From an optimization exercise on the open Yosys and OpenROAD flow, aimed at small area, a short achievable clock period and few clock cycles; shortcuts taken in it are not production practice.
Function was checked by simulation only, so behaviour that the tests miss may differ from the original.

==> flow/design.v <==
package accq_pkg;
  localparam int unsigned NUM_ACC = 8;   
  localparam int unsigned ACC_W   = 32;  
  localparam int unsigned QNT_W   = 8;   
  localparam int unsigned SCALE_W = 8;   
  localparam int unsigned SHIFT_W = 5;   
  localparam int unsigned ADDR_W  = 3;   
  localparam int unsigned LEN_W   = 8;   
  localparam int unsigned PROD_W = ACC_W + SCALE_W + 1;
  localparam int Q_MAX = (2 ** (QNT_W - 1)) - 1;
  localparam int Q_MIN = -(2 ** (QNT_W - 1));
  typedef logic signed [ACC_W-1:0] acc_t;
  typedef struct packed {
    acc_t value;   
  } psum_beat_t;
  typedef struct packed {
    logic [SCALE_W-1:0] scale;
    logic [SHIFT_W-1:0] shift;
  } norm_beat_t;
  typedef enum logic [1:0] {
    OP_CLEAR,
    OP_ACCUM,
    OP_NORMQUANT,
    OP_STREAMOUT
  } op_e;
  typedef struct packed {
    op_e              op;
    logic [LEN_W-1:0] len;   
  } cmd_t;
  typedef struct packed {
    logic [ADDR_W-1:0]  addr;
    acc_t               acc;
    logic [SCALE_W-1:0] scale;
    logic [SHIFT_W-1:0] shift;
  } nq_req_t;
  typedef struct packed {
    logic [ADDR_W-1:0]       addr;
    logic signed [QNT_W-1:0] q;
  } nq_rsp_t;
  typedef logic [NUM_ACC*QNT_W-1:0] out_beat_t;   
  typedef enum logic [2:0] {
    IDLE,
    ACCUM,
    NQ_ISSUE,
    NQ_DRAIN,
    STREAMOUT
  } state_e;
endpackage
module accq_fifo #(
  parameter int unsigned W = 1
) (
  input  logic clk_i,
  input  logic rst_ni,
  input  logic in_valid_i,
  input  logic [W-1:0] in_data_i,
  output logic in_ready_o,
  output logic out_valid_o,
  output logic [W-1:0] out_data_o,
  input  logic out_ready_i
);
  logic [W-1:0] mem_q [2];
  logic       wr_ptr_q;
  logic       rd_ptr_q;
  logic [1:0] count_q;
  logic       push;
  logic       pop;
  assign in_ready_o  = (count_q != 2'd2);
  assign out_valid_o = (count_q != 2'd0);
  assign out_data_o  = mem_q[rd_ptr_q];
  assign push = in_valid_i & in_ready_o;
  assign pop  = out_valid_o & out_ready_i;
  always_ff @(posedge clk_i or negedge rst_ni) begin
    if (!rst_ni) begin
      wr_ptr_q <= 1'b0;
      rd_ptr_q <= 1'b0;
      count_q  <= 2'd0;
    end else begin
      if (push) wr_ptr_q <= ~wr_ptr_q;
      if (pop)  rd_ptr_q <= ~rd_ptr_q;
      case ({push, pop})
        2'b10:   count_q <= count_q + 2'd1;
        2'b01:   count_q <= count_q - 2'd1;
        default: count_q <= count_q;   
      endcase
    end
  end
  always_ff @(posedge clk_i) begin
    if (push) begin
      mem_q[wr_ptr_q] <= in_data_i;
    end
  end
endmodule
module accq_bank (
  input  logic                                      clk_i,
  input  logic                                      rst_ni,
  input  logic                                      clear_i,
  input  logic                                      add_en_i,
  input  logic [accq_pkg::ADDR_W-1:0]               add_addr_i,
  input  accq_pkg::acc_t                            add_val_i,
  input  logic                                      wr_en_i,
  input  logic [accq_pkg::ADDR_W-1:0]               wr_addr_i,
  input  logic signed [accq_pkg::QNT_W-1:0]         wr_q_i,
  input  logic [accq_pkg::ADDR_W-1:0]               rd_addr_i,
  output accq_pkg::acc_t                            rd_data_o,
  output accq_pkg::acc_t [accq_pkg::NUM_ACC-1:0]    all_o
);
  accq_pkg::acc_t [accq_pkg::NUM_ACC-1:0] acc_q;
  accq_pkg::acc_t                         sum;
  accq_pkg::acc_t                         wr_ext;
  assign sum    = acc_q[add_addr_i] + add_val_i;   
  assign wr_ext = {{(accq_pkg::ACC_W - accq_pkg::QNT_W){wr_q_i[accq_pkg::QNT_W-1]}}, wr_q_i};
  always_ff @(posedge clk_i or negedge rst_ni) begin
    if (!rst_ni) begin
      acc_q <= '0;
    end else if (clear_i) begin
      acc_q <= '0;
    end else begin
      if (add_en_i) begin
        acc_q[add_addr_i] <= sum;
      end
      if (wr_en_i) begin
        acc_q[wr_addr_i] <= wr_ext;
      end
    end
  end
  assign rd_data_o = acc_q[rd_addr_i];   
  assign all_o     = acc_q;              
endmodule
module accq_normquant (
  input  logic              clk_i,
  input  logic              rst_ni,
  input  logic              req_valid_i,
  input  accq_pkg::nq_req_t req_i,
  output logic              rsp_valid_o,
  output accq_pkg::nq_rsp_t rsp_o
);
  logic signed [accq_pkg::PROD_W-1:0] prod;
  logic signed [accq_pkg::PROD_W-1:0] shifted;
  logic signed [accq_pkg::QNT_W-1:0]  q_d;
  logic                               rsp_valid_q;
  accq_pkg::nq_rsp_t                  rsp_q;
  assign prod    = req_i.acc * $signed({1'b0, req_i.scale});
  assign shifted = prod >>> req_i.shift;
  always_comb begin
    if (shifted > accq_pkg::Q_MAX) begin
      q_d = accq_pkg::QNT_W'(accq_pkg::Q_MAX);
    end else if (shifted < accq_pkg::Q_MIN) begin
      q_d = accq_pkg::QNT_W'(accq_pkg::Q_MIN);
    end else begin
      q_d = shifted[accq_pkg::QNT_W-1:0];
    end
  end
  always_ff @(posedge clk_i or negedge rst_ni) begin
    if (!rst_ni) begin
      rsp_valid_q <= 1'b0;
    end else begin
      rsp_valid_q <= req_valid_i;
    end
  end
  always_ff @(posedge clk_i) begin
    if (req_valid_i) begin
      rsp_q.addr <= req_i.addr;
      rsp_q.q    <= q_d;
    end
  end
  assign rsp_valid_o = rsp_valid_q;
  assign rsp_o       = rsp_q;
endmodule
module accq_ctrl (
  input  logic                          clk_i,
  input  logic                          rst_ni,
  input  logic                          cmd_valid_i,
  input  accq_pkg::cmd_t                cmd_i,
  output logic                          cmd_ready_o,
  input  logic                          psum_valid_i,
  input  accq_pkg::psum_beat_t          psum_i,
  output logic                          psum_ready_o,
  input  logic                          norm_valid_i,
  input  accq_pkg::norm_beat_t          norm_i,
  output logic                          norm_ready_o,
  input  accq_pkg::acc_t                rd_data_i,
  output logic                          bank_clear_o,
  output logic                          add_en_o,
  output logic [accq_pkg::ADDR_W-1:0]   add_addr_o,
  output accq_pkg::acc_t                add_val_o,
  output logic [accq_pkg::ADDR_W-1:0]   rd_addr_o,
  output logic                          nq_valid_o,
  output accq_pkg::nq_req_t             nq_req_o,
  output logic                          out_load_o,
  input  logic                          out_ready_i,
  output logic                          busy_o
);
  accq_pkg::state_e                state_q, state_d;
  logic [accq_pkg::LEN_W-1:0]      len_q;
  logic [accq_pkg::ADDR_W-1:0]     addr_q;
  logic                            cmd_hs;
  logic                            psum_hs;
  logic                            norm_hs;
  logic                            addr_last;
  assign cmd_ready_o  = (state_q == accq_pkg::IDLE);
  assign busy_o       = (state_q != accq_pkg::IDLE);
  assign psum_ready_o = (state_q == accq_pkg::ACCUM);
  assign norm_ready_o = (state_q == accq_pkg::NQ_ISSUE);
  assign cmd_hs    = cmd_valid_i & cmd_ready_o;
  assign psum_hs   = psum_valid_i & psum_ready_o;
  assign norm_hs   = norm_valid_i & norm_ready_o;
  assign addr_last = (addr_q == accq_pkg::ADDR_W'(accq_pkg::NUM_ACC - 1));
  assign bank_clear_o = cmd_hs & (cmd_i.op == accq_pkg::OP_CLEAR);
  assign out_load_o   = cmd_hs & (cmd_i.op == accq_pkg::OP_STREAMOUT);
  assign add_en_o   = psum_hs;
  assign add_addr_o = addr_q;
  assign add_val_o  = psum_i.value;
  assign rd_addr_o  = addr_q;
  assign nq_valid_o = norm_hs;   
  always_comb begin
    nq_req_o.addr  = addr_q;
    nq_req_o.acc   = rd_data_i;
    nq_req_o.scale = norm_i.scale;
    nq_req_o.shift = norm_i.shift;
  end
  always_comb begin
    state_d = state_q;
    case (state_q)
      accq_pkg::IDLE: begin
        if (cmd_hs) begin
          case (cmd_i.op)
            accq_pkg::OP_ACCUM:     if (cmd_i.len != '0) state_d = accq_pkg::ACCUM;
            accq_pkg::OP_NORMQUANT: state_d = accq_pkg::NQ_ISSUE;
            accq_pkg::OP_STREAMOUT: state_d = accq_pkg::STREAMOUT;
            default:                state_d = accq_pkg::IDLE;   
          endcase
        end
      end
      accq_pkg::ACCUM: begin
        if (psum_hs && len_q == accq_pkg::LEN_W'(1)) state_d = accq_pkg::IDLE;
      end
      accq_pkg::NQ_ISSUE: begin
        if (norm_hs && addr_last) state_d = accq_pkg::NQ_DRAIN;
      end
      accq_pkg::NQ_DRAIN:  state_d = accq_pkg::IDLE;   
      accq_pkg::STREAMOUT: begin
        if (out_ready_i) state_d = accq_pkg::IDLE;     
      end
      default: state_d = accq_pkg::IDLE;
    endcase
  end
  always_ff @(posedge clk_i or negedge rst_ni) begin
    if (!rst_ni) begin
      state_q <= accq_pkg::IDLE;
      len_q   <= '0;
      addr_q  <= '0;
    end else begin
      state_q <= state_d;
      if (cmd_hs && cmd_i.op == accq_pkg::OP_ACCUM) begin
        len_q <= cmd_i.len;
      end else if (psum_hs) begin
        len_q <= len_q - 1'b1;
      end
      if (cmd_hs && cmd_i.op == accq_pkg::OP_NORMQUANT) begin
        addr_q <= '0;
      end else if (psum_hs || norm_hs) begin
        addr_q <= addr_last ? '0 : addr_q + 1'b1;
      end
    end
  end
endmodule
module accq_top (
  input  logic                 clk_i,
  input  logic                 rst_ni,
  input  logic                 cmd_valid_i,
  input  accq_pkg::cmd_t       cmd_i,
  output logic                 cmd_ready_o,
  input  logic                 psum_valid_i,
  input  accq_pkg::psum_beat_t psum_i,
  output logic                 psum_ready_o,
  input  logic                 norm_valid_i,
  input  accq_pkg::norm_beat_t norm_i,
  output logic                 norm_ready_o,
  output logic                 out_valid_o,
  output accq_pkg::out_beat_t  out_o,
  input  logic                 out_ready_i,
  output logic                 busy_o
);
  logic                                   psum_f_valid, psum_f_ready;
  accq_pkg::psum_beat_t                   psum_f;
  logic                                   norm_f_valid, norm_f_ready;
  accq_pkg::norm_beat_t                   norm_f;
  logic                                   bank_clear, add_en;
  logic [accq_pkg::ADDR_W-1:0]            add_addr, rd_addr;
  accq_pkg::acc_t                         add_val, rd_data;
  accq_pkg::acc_t [accq_pkg::NUM_ACC-1:0] all_acc;
  logic                                   nq_valid, rsp_valid;
  accq_pkg::nq_req_t                      nq_req;
  accq_pkg::nq_rsp_t                      nq_rsp;
  logic                                   out_load;
  logic                                   out_valid_q;
  accq_pkg::out_beat_t                    out_q, packed_bytes;
  accq_fifo #(.W(accq_pkg::ACC_W)) u_psum_fifo (
    .clk_i(clk_i), .rst_ni(rst_ni),
    .in_valid_i (psum_valid_i), .in_data_i (psum_i), .in_ready_o (psum_ready_o),
    .out_valid_o(psum_f_valid), .out_data_o(psum_f), .out_ready_i(psum_f_ready)
  );
  accq_fifo #(.W(accq_pkg::SCALE_W + accq_pkg::SHIFT_W)) u_norm_fifo (
    .clk_i(clk_i), .rst_ni(rst_ni),
    .in_valid_i (norm_valid_i), .in_data_i (norm_i), .in_ready_o (norm_ready_o),
    .out_valid_o(norm_f_valid), .out_data_o(norm_f), .out_ready_i(norm_f_ready)
  );
  accq_ctrl u_ctrl (
    .clk_i(clk_i), .rst_ni(rst_ni), .cmd_valid_i(cmd_valid_i), .cmd_i(cmd_i), .cmd_ready_o(cmd_ready_o),
    .psum_valid_i(psum_f_valid), .psum_i(psum_f), .psum_ready_o(psum_f_ready),
    .norm_valid_i(norm_f_valid), .norm_i(norm_f), .norm_ready_o(norm_f_ready),
    .rd_data_i(rd_data), .bank_clear_o(bank_clear), .add_en_o(add_en),
    .add_addr_o(add_addr), .add_val_o(add_val), .rd_addr_o(rd_addr),
    .nq_valid_o(nq_valid), .nq_req_o(nq_req), .out_load_o(out_load),
    .out_ready_i(out_ready_i), .busy_o(busy_o)
  );
  accq_bank u_bank (
    .clk_i(clk_i), .rst_ni(rst_ni), .clear_i(bank_clear),
    .add_en_i(add_en), .add_addr_i(add_addr), .add_val_i(add_val),
    .wr_en_i(rsp_valid), .wr_addr_i(nq_rsp.addr), .wr_q_i(nq_rsp.q),   
    .rd_addr_i(rd_addr), .rd_data_o(rd_data), .all_o(all_acc)
  );
  accq_normquant u_nq (
    .clk_i(clk_i), .rst_ni(rst_ni), .req_valid_i(nq_valid), .req_i(nq_req),
    .rsp_valid_o(rsp_valid), .rsp_o(nq_rsp)
  );
  always_comb begin
    for (int i = 0; i < accq_pkg::NUM_ACC; i++) begin
      packed_bytes[i*accq_pkg::QNT_W +: accq_pkg::QNT_W] = all_acc[i][accq_pkg::QNT_W-1:0];
    end
  end
  always_ff @(posedge clk_i or negedge rst_ni) begin
    if (!rst_ni) begin
      out_valid_q <= 1'b0;
    end else if (out_load) begin
      out_valid_q <= 1'b1;
    end else if (out_ready_i) begin
      out_valid_q <= 1'b0;   
    end
  end
  always_ff @(posedge clk_i) begin
    if (out_load) out_q <= packed_bytes;
  end
  assign out_valid_o = out_valid_q;
  assign out_o       = out_q;
endmodule
==> flow/run.sh <==
#!/bin/bash
# synth_recipe.tcl (not shown) runs the flow's synth.tcl, then flattens the netlist and writes it again
# the make line also repeats each setting of config.mk as NAME=value (left out here)
make -C /OpenROAD-flow-scripts/flow DESIGN_CONFIG=/design/flow/config.mk WORK_HOME=/design/flow/orfs CLKGATE_MAP_FILE= SYNTH_SCRIPT=/design/flow/synth_recipe.tcl finish
==> flow/config.mk <==
export PLATFORM = sky130hd
export DESIGN_NAME = accq_top
export DESIGN_NICKNAME = accq_top
export VERILOG_FILES = /design/flow/design.v
export SDC_FILE = /design/flow/constraint.sdc
export NUM_CORES = 4
export LEC_CHECK = 0
export CAP_MARGIN = 20
export CORE_MARGIN = 2
export CORE_UTILIZATION = 40
export SLEW_MARGIN = 20
==> flow/constraint.sdc <==
create_clock -name core_clock -period 10.0 [get_ports {clk_i}]
set_input_delay 2.0000 -clock core_clock [delete_from_list [all_inputs] [get_ports {clk_i}]]
set_output_delay 2.0000 -clock core_clock [all_outputs]
set_load 0.01 [all_outputs]
==> metrics.yaml <==
crit_path_end_kind: "register"
synth_flop_cell: "dfrtp_1"
synth_seq_area_share_pct: 34.4
grt_pass1_vias: 29400
min_path_type: "reg -> reg"
netlist.top_cell.by_area: "dfrtp_1"
critPathRequiredTime_ns: 10.45
syn_area_mm2: 0.0347
path_class: "reg -> reg"
crit_end: "u_nq.rsp_q[4]"
grt_use_total_pct: 25.8
die_area_mm2: 0.0892
clock-root-buffer: "clkbuf_16"
cp.arrival_ns: 9.96
async_flop_share_pct: 62.9
path_clk_slew_ns: 0.06
yosysTopAreaCellShare_pct: 20.2
slew_headroom_pct: 20.8
reg2reg_slack_ns: 0.49
r2r_start: "u_ctrl.addr_q[0]"
period_minus_slack_ns: 9.51
cts_tree: "built"
core_mm2: 0.0863
postCtsSetupBuffers: 0
startpoint_type: "register"
layout.core_utilization_pct: 45.2
chipHeight_um: 299
synth_warnings: 6
detailed_place_hpwl_um: 83700
maxCapViolCount: 0
finalWirelength_um: 117000
reg2reg_depth: 25
start_util_pct: 40.2
nets: 4146
rsz0062_at_grt: "false"
yosysMostFrequentCell: "nand2_1"
antenna_found_initial: 1
area_growth_pct: 12.5
grt_max_degree: 201
setup_ws_ns: 0.495
cts_sinks: 445
antenna_left: 0
fmaxAchievable_mhz: 105
pre_cts_ws_ns: 0.535
synth_seq_cells: 445
vias_per_cell: 5.97
syn_inst: 3751
fill_cells: 8345
clk_latency_ns: 0.65
drive_gt1_share_pct: 8.83
hold_violations: 0
setup_viol: 0
htreeDepth: 2
cts_resized: 0
first_iter_violations: 2864
outcome: "finished clean"
rr_endpoint: "u_nq.rsp_q[4]"
clockBufferDepth: 3
period_share_pct: 95.1
worst_slew_pin_slew_ns: 1.18
numCtsBuffers: 53
vias: 29600
ios: 130
gp_routability_congestion: 0.926
report.final.slew_viol_count: 0
cp-startpoint: "u_ctrl.addr_q[0]"
synth.distinct_cells: 100
wire_per_inst_um: 23.5
synth_area_leaders: "dfrtp_1 20%, edfxtp_1 14%, fa_1 11%"
drt-pass1-iter-count: 8
io_buffers: 129
syn_avg_cell_area_um2: 9.26
cp_max_fo: 39
setup-tns-final_ns: 0
syn-num-nets: 4138
finalClockSkew_ns: 0.0406
ys_top_cells_by_count: "580 x nand2_1, 378 x nor2_1, 281 x a21oi_1, 280 x dfrtp_1, 243 x inv_1"
die_x_um: 299
drc_errors: 0
cts_hold_buf: 0
synth_edf_count: 165
core.rowCount: 108
grt_overflow: 0
grt_pass1_wl_um: 179000
hold_slack_ns: 0.495
==> area by class of cell <==
| type | count | area (um2) | share of cell area [%] |
|---|---|---|---|
| Timing Repair Buffer | 205 | 1930 | 4.95 |
| Multi-Input combinational cell | 2809 | 21000 | 53.8 |
| Sequential cell | 445 | 12000 | 30.6 |
| Clock inverter | 26 | 319 | 0.817 |
| Antenna cell | 1 | 2.50 | 0.00641 |
| Inverter | 245 | 920 | 2.35 |
| Tap cell | 1155 | 1450 | 3.70 |
| Clock buffer | 74 | 1480 | 3.78 |
==> how the worst min path moves through the flow <==
stage,start,depth (start not counted),end
final,u_bank.acc_q[129],0,out_q[33]
after global routing,u_norm_fifo.wr_ptr_q,1,u_norm_fifo.wr_ptr_q
after global placement,u_norm_fifo.wr_ptr_q,1,u_norm_fifo.wr_ptr_q
after CTS,u_norm_fifo.wr_ptr_q,1,u_norm_fifo.wr_ptr_q
after floorplan,u_bank.acc_q[64],0,out_q[16]
after detailed placement,u_bank.acc_q[224],0,out_q[56]
==> critical path, cell delays in order (launching register included) <==
cell and delay (ns):
dfrtp_4 0.92, buf_12 0.31, mux4_2 0.53, nand2_1 0.13, nand2_1 0.29, nand2_1 0.22
fa_1 0.43, fa_1 0.56, fa_1 0.43, fa_1 0.50, inv_1 0.04, ha_1 0.52
nand4_4 0.27, or2_0 0.27, a2111o_1 0.47, o211a_2 0.21, o21ai_2 0.19, a41oi_2 0.22
xnor2_4 0.33, a2111oi_1 0.14, nor4_1 0.69, mux2i_1 0.28, or4_1 0.47, o31ai_1 0.28
a41oi_2 0.28, a311oi_1 0.27
==> cells in the final DEF (no fill, tap or decap), types with 22 or more instances in the layout <==
master           netlist  routed
nor2_1               378     372
ha_1                 127     127
mux2_2                50      50
a211oi_1              27      27
fa_1                 199     199
a32oi_1               36      36
and3_1                23      22
a21o_1                33      33
nand3_1               71      71
mux4_2                70      70
xnor2_1               50      49
o21ai_0              206     206
edfxtp_1             165     165
nor3_1                46      43
a21oi_1              281     281
inv_1                243     243
dfrtp_1              280     277
mux2i_1               52      45
clkbuf_16              0      53
clkdlybuf4s50_1        0     128
and2_1                38      38
o211ai_1              32      32
buf_4                  1      71
a22o_1               107     107
nand2_1              580     579
a22oi_1               70      70
==> sequential cells by signal, indices dropped and copies added (netlist names), 3 cells and up <==
| signal | count |
|---|---|
| u_bank.acc_q | 256 |
| u_norm_fifo.mem_q | 26 |
| u_ctrl.len_q | 8 |
| u_ctrl.addr_q | 3 |
| out_q | 64 |
| u_psum_fifo.mem_q | 64 |
| u_ctrl.state_q | 3 |
| u_nq.rsp_q | 11 |
==> cells by family (layout without fill, tap and decap cells) <==
| group | Yosys count | after routing | share of synthesized area, % |
|---|---|---|---|
| adder cells (fa/ha/maj) | 326 | 326 | 16.0 |
| other | 0 | 1 | 0 |
| XOR/XNOR | 69 | 69 | 1.79 |
| buffers and inverters | 497 | 550 | 5.48 |
| AO/OA/AOI/OAI | 994 | 994 | 19.1 |
| AND/OR/NAND/NOR | 1246 | 1246 | 15.4 |
| flip-flops | 445 | 445 | 34.4 |
| multiplexers | 174 | 174 | 7.73 |
==> through the flow <==
stage                     std cells  area [um2]
after floorplan                3751       34700
after CTS                      4957       39000
after global placement         4857       37200
after detailed placement       4857       37200
after global routing           4959       39100
final                          4960       39100
==> per-layer routing <==
layer / share of wire [%] / up-vias / global-route usage, %
met4: 2.8 / 2 / 7.41
met5: 0.011 / - / 0
li1: - / 13400 / -
met2: 47 / 1250 / 42.2
met1: 42 / 14800 / 35.1
met3: 8.0 / 194 / 4.62
Testbench counts, summed over its fixed seeds: cycles 14,765.

==> static timing again, ports no longer ideal <==
How much do the figures lean on ideal ports? The routed layout below was timed once more, with nothing changed but the port constraints.
Step 1, drivers: a clkbuf_16 drives clk_i and a buf_2 each remaining input, both assumed.
Step 2, shift: input delay + t, output delay - t, t = (earliest + latest rising clock arrival at the registers) / 2. This alone moves slack from input paths to output paths.
Slacks: ideal / step 1 / step 2; pairs: ideal / step 1.
t (ns): 0.692
slack for setup (ns): 0.495 / 0.495 / 0.495
worst setup path at the end: register to register
slew at the worst register clock pin (ns): 0.07 / 0.07
After both steps this run still meets setup and hold. For this run, drivers alone change the setup slack by 0.000 ns; drivers and shift together by 0.000 ns.
